From an optimization exercise on the open Yosys and OpenROAD flow, aimed at small area; shortcuts taken in it are not production practice. Where RTL was checked, it was by simulation tests only, not by an equivalence proof against the original. No functional check of the RTL was part of run 2. Power and IR drop assume default switching activity.

[design.v]
module stage5_msg_fifo #(
   parameter int MSG_W = 280,
   parameter int DEPTH = 8,
   parameter int AW    = 3,
   parameter int CNT_W = 16
) (
   input  logic             clk,
   input  logic             rst_n,
   input  logic [MSG_W-1:0] message_1,
   input  logic [MSG_W-1:0] message_2,
   input  logic [MSG_W-1:0] message_3,
   input  logic [2:0]       msg_valid_in,
   output logic             in_ready,
   input  logic             dict_clr,
   output logic [7:0]       field_PID1,
   output logic [7:0]       field_MC1,
   output logic [7:0]       field_MT1,
   output logic [MSG_W-1:0] msg_out,
   output logic             msg_valid,
   input  logic             msg_ready,
   output logic [CNT_W-1:0] msg_count
);
   typedef logic [AW-1:0]  ptr_t;
   typedef logic [AW:0]    cnt_t;
   typedef logic [CNT_W:0] sum_t;
   localparam cnt_t THRESH = cnt_t'(DEPTH - 3);
   logic [DEPTH-1:0][MSG_W-1:0] r_mem;
   logic [DEPTH-1:0][MSG_W-1:0] w_mem_next;
   cnt_t             r_count;
   logic [CNT_W-1:0] r_msg_count;
   logic [7:0]       r_pid;
   logic [7:0]       r_mc;
   logic [7:0]       r_mt;
   logic             w_in_ready;
   logic             w_accept;
   logic             w_pop;
   logic [1:0]       w_n_push;
   ptr_t             w_base;
   ptr_t             w_addr1;
   ptr_t             w_addr2;
   ptr_t             w_addr3;
   logic [23:0]      w_dict_new;
   cnt_t             w_count_next;
   sum_t             w_cnt_sum;
   logic [CNT_W-1:0] w_msg_count_next;
   logic [DEPTH-1:0] w_sel1, w_sel2, w_sel3, w_hold, w_shift;
   always_comb begin
      w_in_ready = (r_count <= THRESH);
      w_accept   = rst_n & w_in_ready & (|msg_valid_in);
      w_pop      = rst_n & (r_count != cnt_t'(1'b0)) & msg_ready;
      w_n_push   = w_accept ? ({1'b0, msg_valid_in[0]} + {1'b0, msg_valid_in[1]}
                               + {1'b0, msg_valid_in[2]}) : 2'd0;
      w_base     = ptr_t'(r_count - cnt_t'(w_pop));
      w_addr1    = w_base;
      w_addr2    = w_base + ptr_t'(msg_valid_in[0]);
      w_addr3    = w_base + ptr_t'(msg_valid_in[0]) + ptr_t'(msg_valid_in[1]);
      if (msg_valid_in[2]) begin
         w_dict_new = message_3[MSG_W-1 -: 24];
      end else if (msg_valid_in[1]) begin
         w_dict_new = message_2[MSG_W-1 -: 24];
      end else begin
         w_dict_new = message_1[MSG_W-1 -: 24];
      end
      w_count_next = r_count + cnt_t'(w_n_push) - cnt_t'(w_pop);
      w_cnt_sum    = {1'b0, r_msg_count} + sum_t'(w_n_push);
      if (w_cnt_sum[CNT_W]) begin
         w_msg_count_next = {CNT_W{1'b1}};
      end else begin
         w_msg_count_next = w_cnt_sum[CNT_W-1:0];
      end
      for (int e = 0; e < DEPTH; e++) begin
         w_sel1[e]  = w_accept & msg_valid_in[0] & (w_addr1 == ptr_t'(e));
         w_sel2[e]  = w_accept & msg_valid_in[1] & (w_addr2 == ptr_t'(e));
         w_sel3[e]  = w_accept & msg_valid_in[2] & (w_addr3 == ptr_t'(e));
         w_hold[e]  = ~(w_sel1[e] | w_sel2[e] | w_sel3[e]) & ~w_pop;
         w_shift[e] = ~(w_sel1[e] | w_sel2[e] | w_sel3[e]) & w_pop;
      end
   end
   always_ff @(posedge clk) begin
      r_mem <= w_mem_next;
   end
   for (genvar b = 0; b < MSG_W; b++) begin : g_bit
      for (genvar e = 0; e < DEPTH - 2; e++) begin : g_low
         logic w_lane_n;
         stage5_msg_fifo_aoi3 u_lane (
            .a1(w_sel1[e]), .b1(message_1[b]), .a2(w_sel2[e]), .b2(message_2[b]),
            .a3(w_sel3[e]), .b3(message_3[b]), .y(w_lane_n)
         );
         stage5_msg_fifo_or_ao22 u_keep (
            .y_n(w_lane_n), .a1(w_hold[e]), .b1(r_mem[e][b]),
            .a2(w_shift[e]), .b2(r_mem[e+1][b]), .d(w_mem_next[e][b])
         );
      end
      begin : g_e6
         logic w_lane_n, w_hold_n;
         stage5_msg_fifo_aoi3 u_lane (
            .a1(w_sel2[DEPTH-2]), .b1(message_2[b]), .a2(w_sel3[DEPTH-2]), .b2(message_3[b]),
            .a3(w_shift[DEPTH-2]), .b3(r_mem[DEPTH-1][b]), .y(w_lane_n)
         );
         stage5_msg_fifo_nand2 u_hold (.a(w_hold[DEPTH-2]), .b(r_mem[DEPTH-2][b]), .y(w_hold_n));
         stage5_msg_fifo_nand2 u_next (.a(w_lane_n), .b(w_hold_n), .y(w_mem_next[DEPTH-2][b]));
      end
      begin : g_e7
         logic w_lane_n, w_hold_n;
         stage5_msg_fifo_nand2 u_lane (.a(w_sel3[DEPTH-1]), .b(message_3[b]), .y(w_lane_n));
         stage5_msg_fifo_nand2 u_hold (.a(~w_sel3[DEPTH-1]), .b(r_mem[DEPTH-1][b]), .y(w_hold_n));
         stage5_msg_fifo_nand2 u_next (.a(w_lane_n), .b(w_hold_n), .y(w_mem_next[DEPTH-1][b]));
      end
   end
   always_ff @(posedge clk) begin
      if (!rst_n) begin
         r_count     <= cnt_t'(1'b0);
         r_msg_count <= {CNT_W{1'b0}};
      end else begin
         r_count     <= w_count_next;
         r_msg_count <= w_msg_count_next;
      end
   end
   always_ff @(posedge clk) begin
      if (!rst_n) begin
         r_pid <= 8'h00;
         r_mc  <= 8'h00;
         r_mt  <= 8'h00;
      end else if (dict_clr) begin
         r_pid <= 8'h00;
         r_mc  <= 8'h00;
         r_mt  <= 8'h00;
      end else if (w_accept) begin
         r_pid <= w_dict_new[23:16];
         r_mc  <= w_dict_new[15:8];
         r_mt  <= w_dict_new[7:0];
      end
   end
   assign in_ready   = w_in_ready;
   assign msg_valid  = (r_count != cnt_t'(1'b0));
   assign msg_out    = r_mem[0];
   assign msg_count  = r_msg_count;
   assign field_PID1 = r_pid;
   assign field_MC1  = r_mc;
   assign field_MT1  = r_mt;
endmodule
module stage5_msg_fifo_aoi3 (
   input  logic a1, b1, a2, b2, a3, b3,
   output logic y
);
   assign y = ~((a1 & b1) | (a2 & b2) | (a3 & b3));
endmodule
module stage5_msg_fifo_nand2 (
   input  logic a, b,
   output logic y
);
   assign y = ~(a & b);
endmodule
module stage5_msg_fifo_or_ao22 (
   input  logic y_n, a1, b1, a2, b2,
   output logic d
);
   assign d = ~(y_n & ~((a1 & b1) | (a2 & b2)));
endmodule
[constraint.sdc]
create_clock -name core_clock -period 6.5 [get_ports {clk}]
set_input_delay 1.3000 -clock core_clock [delete_from_list [all_inputs] [get_ports {clk}]]
set_output_delay 1.3000 -clock core_clock [all_outputs]
set_load 0.01 [all_outputs]
[config.mk]
export PLATFORM = sky130hd
export DESIGN_NAME = stage5_msg_fifo
export DESIGN_NICKNAME = stage5_msg_fifo
export VERILOG_FILES = /design/flow/design.v
export SDC_FILE = /design/flow/constraint.sdc
export NUM_CORES = 8
export LEC_CHECK = 0
export CAP_MARGIN = 20
export CORE_MARGIN = 2
export CORE_UTILIZATION = 45
export PLACE_DENSITY = 0.55
export SLEW_MARGIN = 20
export SYNTH_HIERARCHICAL = 1
export SYNTH_MINIMUM_KEEP_SIZE = 0
[standard.sh]
#!/bin/bash
# synth_recipe.tcl (not shown) runs the flow's synth.tcl, then flattens the netlist and writes it again
# the make line also repeats each setting of config.mk as NAME=value (left out here)
make -C /OpenROAD-flow-scripts/flow DESIGN_CONFIG=/design/flow/config.mk WORK_HOME=/design/flow/orfs CLKGATE_MAP_FILE= SYNTH_SCRIPT=/design/flow/synth_recipe.tcl "${@:-finish}"
[flow/run.sh]
#!/bin/bash
# The standard layout, with these changes to how it is made:
#  - buffers left by synthesis are removed at floorplan (repair_design re-buffers
#    the nets that need it after placement);
#  - ports are buffered with the smallest buffer (buf_1) instead of ORFS's default pick;
#  - clock tree synthesis uses clkbuf_8 with larger sink clusters and adds no dummy loads.
set -euo pipefail
export REMOVE_ABC_BUFFERS=1
export BUFFER_PORTS_ARGS="-buffer_cell sky130_fd_sc_hd__buf_1"
export CTS_ARGS="-sink_clustering_enable -repair_clock_nets -dont_use_dummy_load -sink_clustering_size 15 -sink_clustering_max_diameter 50 -buf_list sky130_fd_sc_hd__clkbuf_8"
bash standard.sh > standard_flow.log 2>&1
==> run notes, run 1 <==
* Commonest cells after routing, fill and taps aside: nand2_1, dfxtp_1, a222oi_1, a22oi_1, buf_1
* Distinct cells, synth at 52
* #FFs+latches synth at 2284
* CTS Hold Bufs at 0
* Post-CTS Resized at 0
* Stages on the worst setup path at 16
* Total power at 0.0545 W
* Crit-path cells: inv_1 > ha_1 > nand3_1 > nand3_1 > clkinv_1 > ha_1 > inv_1 > ha_1 > ha_1 > ha_1 > xnor2_4 > o22ai_1 > nor2_4 > buf_4 > a22oi_1 > nand2_1
* Avg Cell Area, Syn at 9.75 um^2
* Worst Path Required at 7.45 ns
* Vias/cell at 7.54
* Crit-path leading delay family: simple AND/OR/NAND/NOR gates
* Total clock sinks at 2284
* Most common cell after layout, fill and taps aside: nand2_1
* Final Wtd Congestion at 0.877
* Most Frequent Cell on Critical Path: ha_1
* Vias in the first global route at 99200
* H-tree levels at 4
* Final min period at 5.78 ns
* Sequential area share after synthesis at 0.488
* WL/cell at 34.4 um
* Core ar. at 207000 um^2
* Nets at 11800
* Status: complete, no violations
* Die area at 212000 um^2
* Setup bufs post-CTS at 0
* Via count at 104000
* Global Route Usage Sum at 0.422
* First-pass DRT Iterations at 17
* GRT overflow at 0
* Crit. End Element: register
* Layout fillers at 19500
* CTS root buffer: clkbuf_8
* Period utilization at 0.889
* R2R cell count at 16
* Slew headroom at 0.220
* Worst hold path class: register to register
* Pin count of the biggest net entering global routing at 159
* Max frequency at 173 MHz
* Final hold slack at 0.416 ns
* FF+latch area at 45700 um^2
* Hold Vio Cnt, Final at 0
* Clk slew on worst S/H paths at 0.08 ns
* Slowest Stage Delay on Critical Path at 0.84 ns
* Post-route DRC violation count at 0
* P&R area growth vs syn at 12.9%
* Max_cap viols at 0
* First DRT Iteration DRCs at 25300
* Clock Skews at 0.107 ns
* CP Class: register to register
* Syn Inst Count at 9623
* Share of post-route cells with drive strength above 1 at 0.0426
* Critical Path AT at 6.73 ns
* PD cells at 515 nW/um^2
* Unrepaired setup endpoints after global routing: no
* CP Launch Type: register
* TritonCTS clock tree: yes
* Setup-failing EPs final at 0
* Worst-Margin Slew at 1.17 ns
* Skew-Pair Late Insertion Delay at 1.08 ns
* Chip Height at 461 um
* Crit-path slowest cell: buf_4
* VDD IR-drop max at 739 uV
* Synth warn at 7
* Post-synth EDFFs at 0
* Max-slew violations at 0
* Hpwl dp at 267000 um
* Netlist Area Pre-Place at 93800 um^2
* Cell leakage power at 43.4 nW
* IO Pins at 1169
* Die Width at 461 um
* Initial Util at 0.453
* CP bufs+invs at 4
* First-pass GRT wire length at 682000 um
* Hold path cells at 2
* Row count at 167
* Multi-input logic area at 46100 um^2
* Antenna violations before repair at 117
* Asr flop ratio synth at 0
* Final wirelength at 474000 um
* Critical path fanouts, max at 72
* R2r setup slk at 0.72 ns
* Most common flop cell mapped by yosys: dfxtp_1
* CTS max path bufs at 3
* Buffers on Ports at 1168
* Post-Route Setup TNS at 0 ns
* CTS Buf Count at 238
* Post-DRT Antenna Nets at 0
-- cells by family after synthesis --
group | share of synthesized area
buffers and inverters | 0.0242
AO/OA/AOI/OAI | 0.350
AND/OR/NAND/NOR | 0.131
flip-flops | 0.488
adder cells (fa/ha/maj) | 0.00264
XOR/XNOR | 0.00205
multiplexers | 0.00267
-- Yosys cell counts (2+ instances only) --
library cell,count,area (um^2)
nand2_1,3138,11800
dfxtp_1,2284,45700
a222oi_1,1960,19600
a22oi_1,1684,12600
buf_4,282,2120
a21oi_1,39,195
nor2_1,29,109
mux2i_1,25,250
o211ai_1,24,180
inv_1,20,75.1
ha_1,15,188
nor3_1,15,75.1
clkbuf_1,12,45.0
nand3_1,11,55.1
xnor2_1,10,87.6
and3_1,8,50.1
o22ai_1,6,37.5
nand4_1,5,31.3
buf_2,4,20.0
nand2b_1,4,25.0
nor2b_1,4,25.0
and3b_1,3,26.3
fa_1,3,60.1
xor2_1,3,26.3
a21bo_2,2,20.0
a21boi_0,2,15.0
a21o_1,2,15.0
a221oi_1,2,17.5
a32oi_1,2,17.5
clkinv_1,2,7.51
or4_1,2,15.0
-- tightest hold or removal path: stages (launching register included) --
cell	delay [ns]
dfxtp_1	0.34
a22oi_1	0.07
nand2_1	0.06
-- final timing paths --
| kind | start | endpoint |
|---|---|---|
| worst max-delay path | r_count[2] | r_mem[72] |
| worst min register to register | r_mem[1763] | r_mem[1483] |
| worst max register to register | r_count[2] | r_mem[72] |
| worst min-delay path | r_mem[1763] | r_mem[1483] |
-- through the flow --
| stage | setup slack, ns | cell area (um^2) | utilization | instances |
|---|---|---|---|---|
| floorplan | -13.89 | 91600 | - | 9325 |
| global placement | 0.585 | 102000 | 0.494 | 13500 |
| detailed placement | 0.517 | 102000 | 0.495 | 13500 |
| CTS | 0.937 | 106000 | 0.510 | 13700 |
| global route | 0.522 | 106000 | 0.511 | 13700 |
| finish | 0.720 | 106000 | 0.511 | 13800 |
-- modules after synthesis (local to each module, per instance) --
module / cells inside / flip-flops and latches
stage5_msg_fifo: 2903 / 2284
stage5_msg_fifo_aoi3: 1 / 0
stage5_msg_fifo_nand2: 1 / 0
stage5_msg_fifo_or_ao22: 2 / 0
-- metal layers --
| layer | track usage | vias up | wire length [um] |
|---|---|---|---|
| li1 | - | 42900 | - |
| met1 | 0.518 | 50600 | 172000 |
| met2 | 0.641 | 8484 | 206000 |
| met3 | 0.147 | 1673 | 68400 |
| met4 | 0.243 | 112 | 27500 |
| met5 | 0.00207 | - | 726 |
-- power breakdown --
part / switching [W] / internal, W / total, W / leakage [nW]
Clock: 0.00506 / 0.00322 / 0.00827 / 1.71
Sequential: 0.00366 / 0.0201 / 0.0238 / 19.0
Combinational: 0.0146 / 0.00783 / 0.0225 / 22.7
-- layout make-up --
class | instances | share of cell area
Timing Repair Buffer | 1347 | 0.0666
Clock buffer | 238 | 0.0309
Antenna cell | 71 | 0.00168
Tap cell | 2788 | 0.0329
Sequential cell | 2284 | 0.432
Inverter | 23 | 0.000886
Multi-Input combinational cell | 7018 | 0.435
-- state kept, by name (all words and copies together), names as in the netlist --
register     flops
r_mc             8
r_pid            8
r_mem         2240
r_count          4
r_msg_count     16
r_mt             8
==> run 2, diff against run 1 <==
==> design.v (replaced) <==
module stage5_msg_fifo #(
   parameter int MSG_W = 280,
   parameter int DEPTH = 8,
   parameter int AW    = 3,
   parameter int CNT_W = 16
) (
   input  logic             clk,
   input  logic             rst_n,
   input  logic [MSG_W-1:0] message_1,
   input  logic [MSG_W-1:0] message_2,
   input  logic [MSG_W-1:0] message_3,
   input  logic [2:0]       msg_valid_in,
   output logic             in_ready,
   input  logic             dict_clr,
   output logic [7:0]       field_PID1,
   output logic [7:0]       field_MC1,
   output logic [7:0]       field_MT1,
   output logic [MSG_W-1:0] msg_out,
   output logic             msg_valid,
   input  logic             msg_ready,
   output logic [CNT_W-1:0] msg_count
);
   typedef logic [AW-1:0]  ptr_t;
   typedef logic [AW:0]    cnt_t;
   typedef logic [CNT_W:0] sum_t;
   localparam cnt_t THRESH = cnt_t'(DEPTH - 3);
   function automatic logic [1:0] popcount3(input logic [2:0] v);
      popcount3 = {1'b0, v[0]} + {1'b0, v[1]} + {1'b0, v[2]};
   endfunction
   logic [MSG_W-1:0] r_mem [DEPTH];
   ptr_t             r_rd_ptr;
   ptr_t             r_wr_ptr;
   cnt_t             r_count;
   logic [CNT_W-1:0] r_msg_count;
   logic [7:0]       r_pid;
   logic [7:0]       r_mc;
   logic [7:0]       r_mt;
   logic             w_in_ready;
   logic             w_accept;
   logic             w_pop;
   logic [1:0]       w_n_push;
   ptr_t             w_addr1;
   ptr_t             w_addr2;
   ptr_t             w_addr3;
   logic [23:0]      w_dict_new;
   cnt_t             w_count_next;
   sum_t             w_cnt_sum;
   logic [CNT_W-1:0] w_msg_count_next;
   always_comb begin
      w_in_ready = (r_count <= THRESH);
      w_accept   = w_in_ready & (|msg_valid_in);
      w_pop      = (r_count != cnt_t'(1'b0)) & msg_ready;
      w_n_push   = w_accept ? popcount3(msg_valid_in) : 2'd0;
      w_addr1    = r_wr_ptr;
      w_addr2    = r_wr_ptr + ptr_t'(msg_valid_in[0]);
      w_addr3    = r_wr_ptr + ptr_t'(popcount3({1'b0, msg_valid_in[1:0]}));
      if (msg_valid_in[2]) begin
         w_dict_new = message_3[MSG_W-1 -: 24];
      end else if (msg_valid_in[1]) begin
         w_dict_new = message_2[MSG_W-1 -: 24];
      end else begin
         w_dict_new = message_1[MSG_W-1 -: 24];
      end
      w_count_next = r_count + cnt_t'(w_n_push) - cnt_t'(w_pop);
      w_cnt_sum    = {1'b0, r_msg_count} + sum_t'(w_n_push);
      if (w_cnt_sum[CNT_W]) begin
         w_msg_count_next = {CNT_W{1'b1}};
      end else begin
         w_msg_count_next = w_cnt_sum[CNT_W-1:0];
      end
   end
   always_ff @(posedge clk) begin
      if (rst_n && w_accept) begin
         if (msg_valid_in[0]) r_mem[w_addr1] <= message_1;
         if (msg_valid_in[1]) r_mem[w_addr2] <= message_2;
         if (msg_valid_in[2]) r_mem[w_addr3] <= message_3;
      end
   end
   always_ff @(posedge clk) begin
      if (!rst_n) begin
         r_rd_ptr    <= ptr_t'(1'b0);
         r_wr_ptr    <= ptr_t'(1'b0);
         r_count     <= cnt_t'(1'b0);
         r_msg_count <= {CNT_W{1'b0}};
      end else begin
         r_rd_ptr    <= r_rd_ptr + ptr_t'(w_pop);
         r_wr_ptr    <= r_wr_ptr + ptr_t'(w_n_push);
         r_count     <= w_count_next;
         r_msg_count <= w_msg_count_next;
      end
   end
   always_ff @(posedge clk) begin
      if (!rst_n) begin
         r_pid <= 8'h00;
         r_mc  <= 8'h00;
         r_mt  <= 8'h00;
      end else if (dict_clr) begin
         r_pid <= 8'h00;
         r_mc  <= 8'h00;
         r_mt  <= 8'h00;
      end else if (w_accept) begin
         r_pid <= w_dict_new[23:16];
         r_mc  <= w_dict_new[15:8];
         r_mt  <= w_dict_new[7:0];
      end else begin
         r_pid <= r_pid;
         r_mc  <= r_mc;
         r_mt  <= r_mt;
      end
   end
   assign in_ready   = w_in_ready;
   assign msg_valid  = (r_count != cnt_t'(1'b0));
   assign msg_out    = r_mem[r_rd_ptr];
   assign msg_count  = r_msg_count;
   assign field_PID1 = r_pid;
   assign field_MC1  = r_mc;
   assign field_MT1  = r_mt;
endmodule
==> run.sh (new file) <==
#!/bin/bash
# synth_recipe.tcl (not shown) runs the flow's synth.tcl, then flattens the netlist and writes it again
# the make line also repeats each setting of config.mk as NAME=value (left out here)
make -C /OpenROAD-flow-scripts/flow DESIGN_CONFIG=/design/flow/config.mk WORK_HOME=/design/flow/orfs CLKGATE_MAP_FILE= SYNTH_SCRIPT=/design/flow/synth_recipe.tcl finish
--- a/config.mk
+++ b/config.mk
@@ -8,7 +8,5 @@
 export CAP_MARGIN = 20
 export CORE_MARGIN = 2
-export CORE_UTILIZATION = 45
-export PLACE_DENSITY = 0.55
+export CORE_UTILIZATION = 35
+export PLACE_DENSITY = 0.45
 export SLEW_MARGIN = 20
-export SYNTH_HIERARCHICAL = 1
-export SYNTH_MINIMUM_KEEP_SIZE = 0
removed: flow/run.sh
removed: standard.sh
==> run notes, run 2 <==
* Avg Cell Area, Syn at 9.66 um^2
* Distinct cells, synth at 52
* Syn Inst Count at 15500
* Crit. End Element: primary output
* Vias in the first global route at 143000
* Final min period at 5.39 ns
* Max-slew violations at 0
* IO Pins at 1169
* Worst hold path class: register to register
* Worst Setup EP: msg_out[253]
* Largest regs: r_mem (2240), r_msg_count (16)
* Seq pwr share at 0.285
* Row count at 240
* First-pass DRT Iterations at 7
* Final wirelength at 841000 um
* CTS root buffer: clkbuf_16
* Synth top area share at 0.449
* First DRT Iteration DRCs at 25100
* Switch Pwr at 0.0322 W
* Setup ws final at 1.11 ns
* Commonest cells after routing, fill and taps aside: o21ai_0, edfxtp_1, nor3_1, a31oi_1, or3_1
* Max_cap viols at 0
* Chip Height at 658 um
* Synth warn at 1
* P&R area growth vs syn at 16.6%
* Switching part of the total at 0.458
* Global Route Usage Sum at 0.370
* Initial Util at 0.351
* VDD IR-drop max at 553 uV
* Most common cell after layout, fill and taps aside: o21ai_0
* CP Launch Type: register
* Buffers on Ports at 1168
* Core ar. at 427000 um^2
* Skew-Pair Late Insertion Delay at 0.97 ns
* Post-synth EDFFs at 2240
* Die area at 433000 um^2
* Critical Path AT at 4.09 ns
* PD cells at 403 nW/um^2
* Max frequency at 186 MHz
* H-tree levels at 5
* Biggest register: r_mem
* Sequential area share after synthesis at 0.456
* Crit path launch: r_rd_ptr[0]
* Netlist Area Pre-Place at 150000 um^2
* R2r setup slk at 2.20 ns
* Nets at 15900
* Hold Vio Cnt, Final at 0
* RR Startpoint: r_wr_ptr[1]
* Top cells by count, synth: o21ai_0, edfxtp_1, nor3_1, a31oi_1, clkbuf_1
* TritonCTS clock tree: yes
* Unrepaired setup endpoints after global routing: no
* Post-DRT Antenna Nets at 0
* Most common flop cell mapped by yosys: edfxtp_1
* First-pass GRT wire length at 1150000 um
* Cell leakage power at 47.8 nW
* CP Class: register to primary output
* Setup WS pre-CTS at 0.679 ns
* Pin count of the biggest net entering global routing at 287
* Antenna violations before repair at 228
* Hpwl dp at 430000 um
* Clock Skews at 0.0298 ns
* Period utilization at 0.829
* Layout Utilization at 0.409
* CTS Hold Bufs at 0
* Slew headroom at 0.139
* CTS max path bufs at 4
* Share of post-route cells with drive strength above 1 at 0.110
* Post-Route Setup TNS at 0 ns
* Cell-internal power at 0.0382 W
* R2R Path End: r_mem[7][115]
* GRT overflow at 0
* Post-CTS Resized at 0
* Total clock sinks at 2290
* Vias/cell at 7.22
* Status: complete, no violations
* #FFs+latches synth at 2290
* Area contributors post-synth: edfxtp_1, mux4_2, o21ai_0
* Clk slew on worst S/H paths at 0.06 ns
* Combinational Power Share at 0.483
* Asr flop ratio synth at 0
* Worst Path Required at 5.20 ns
* CTS Buf Count at 298
* Final Wtd Congestion at 0.838
* Post-route DRC violation count at 0
* Largest register FFs at 2240
* Setup-failing EPs final at 0
* Post-synth top area cell: edfxtp_1
* Top-count cell post-synth: o21ai_0
* Worst-Margin Slew at 1.29 ns
* R2R cell count at 7
* Setup bufs post-CTS at 0
* Via count at 152000
* WL/cell at 40.0 um
* Critical path fanouts, max at 58
* Clk pwr share at 0.233
* Die Width at 658 um
## run 2: cell count changes in the layout (fill, tap and decap cells not counted), moves of 303 or more
cell and change:
o21ai_0 +2515, a31oi_1 +1969, clkbuf_16 +303, nand2_1 -3034, mux4_2 +560, clkdlybuf4s50_1 +1165, nor3_1 +2215, nand3_1 +730
buf_1 -1167, or3_1 +1639, dfxtp_1 -2237, a22oi_1 -1684, a222oi_1 -1960, edfxtp_1 +2240
## run 2: per-layer routing
layer	global-route usage	vias up	wire (um)
li1	-	60400	-
met1	0.475	75900	310000
met2	0.566	12900	374000
met3	0.0903	2641	103000
met4	0.221	96	53200
met5	0	-	598
## run 2: logic make-up (layout without fill, tap and decap cells)
family,after synthesis,count (layout),share of synthesized area
AOI/OAI and AO/OA,4833,4833,0.185
xor gates and xnor gates,17,17,0.00114
buffers and inverters,2379,2102,0.0621
adders and majority gates,22,22,0.00209
muxes,864,864,0.107
other,0,141,0
and+or+nand+nor,5092,5092,0.187
DFF,2290,2290,0.456
## run 2: how the worst min path moves through the flow
stage	from	end	slack, ns	cells after the start
floorplan	r_mc[0]	r_mc[0]	0.48	2
global placement	r_mc[5]	r_mc[5]	0.44	2
detailed placement	r_mc[4]	r_mc[4]	0.45	2
CTS	r_mc[4]	r_mc[4]	0.46	2
global route	r_pid[4]	r_pid[4]	0.48	2
finish	r_mc[4]	r_mc[4]	0.45	2
## run 2: area by class of cell
| type | count | area [um^2] |
|---|---|---|
| inverter | 21 | 86.3 |
| multi-input combinational | 10800 | 72600 |
| tap | 5687 | 7120 |
| antenna | 141 | 353 |
| sequential | 2290 | 68300 |
| clock buffer | 391 | 7970 |
| clock inverter | 134 | 1120 |
| fill | 40600 | 252000 |
| timing repair buffer | 1556 | 17100 |
## run 2: metrics by stage
stage,cells,hold slack (ns),total power (W),cell area (um^2)
after floorplan,15500,0.481,0.0388,150000
after global placement,20400,0.445,0.0529,165000
after detailed placement,20400,0.448,0.0532,165000
after CTS,20900,0.456,0.0695,174000
after global routing,21000,0.476,0.0718,175000
final,21000,0.455,0.0704,175000
## run 2: power groups by stage
stage	Clock, W	Combinational (W)	Sequential (W)
floorplan	0	0.0175	0.0212
global placement	0	0.0326	0.0203
detailed placement	0	0.0329	0.0203
CTS	0.0165	0.0330	0.0200
global route	0.0170	0.0347	0.0202
finish	0.0164	0.0340	0.0200
## run 2: worst max-delay path, stage by stage (launching register included)
cell,delay (ns)
dfxtp_4,0.71
buf_16,0.32
buf_12,0.53
mux4_2,0.60
mux2_2,0.36
clkdlybuf4s50_1,0.51

[separate check: timing with driven ports]
How much do the figures lean on ideal ports? The routed layouts below were timed once more, with nothing changed but the port constraints.
Step 1, drivers: a clkbuf_16 drives clk and a buf_2 each remaining input, both assumed.
Step 2 times the ports against the registers' clock, not the clock port: input delays grow and output delays shrink by t, the midpoint of the rising clock arrivals with the driver on.
Slacks: no drivers / after step 1 / after step 2; pairs: no drivers / after step 1.
run | shift t [ns] | setup WS [ns] | worst data-port slew with drivers (ns)
run 1 | 1.131 | 0.720 / 0.720 / 0.335 | 0.29
run 2 | 1.089 | 1.109 / 0.987 / 0.525 | 0.31
After both steps every run listed still meets setup and hold. For run 2, which loses most, drivers alone change the setup slack by -0.122 ns; drivers and shift together by -0.584 ns.
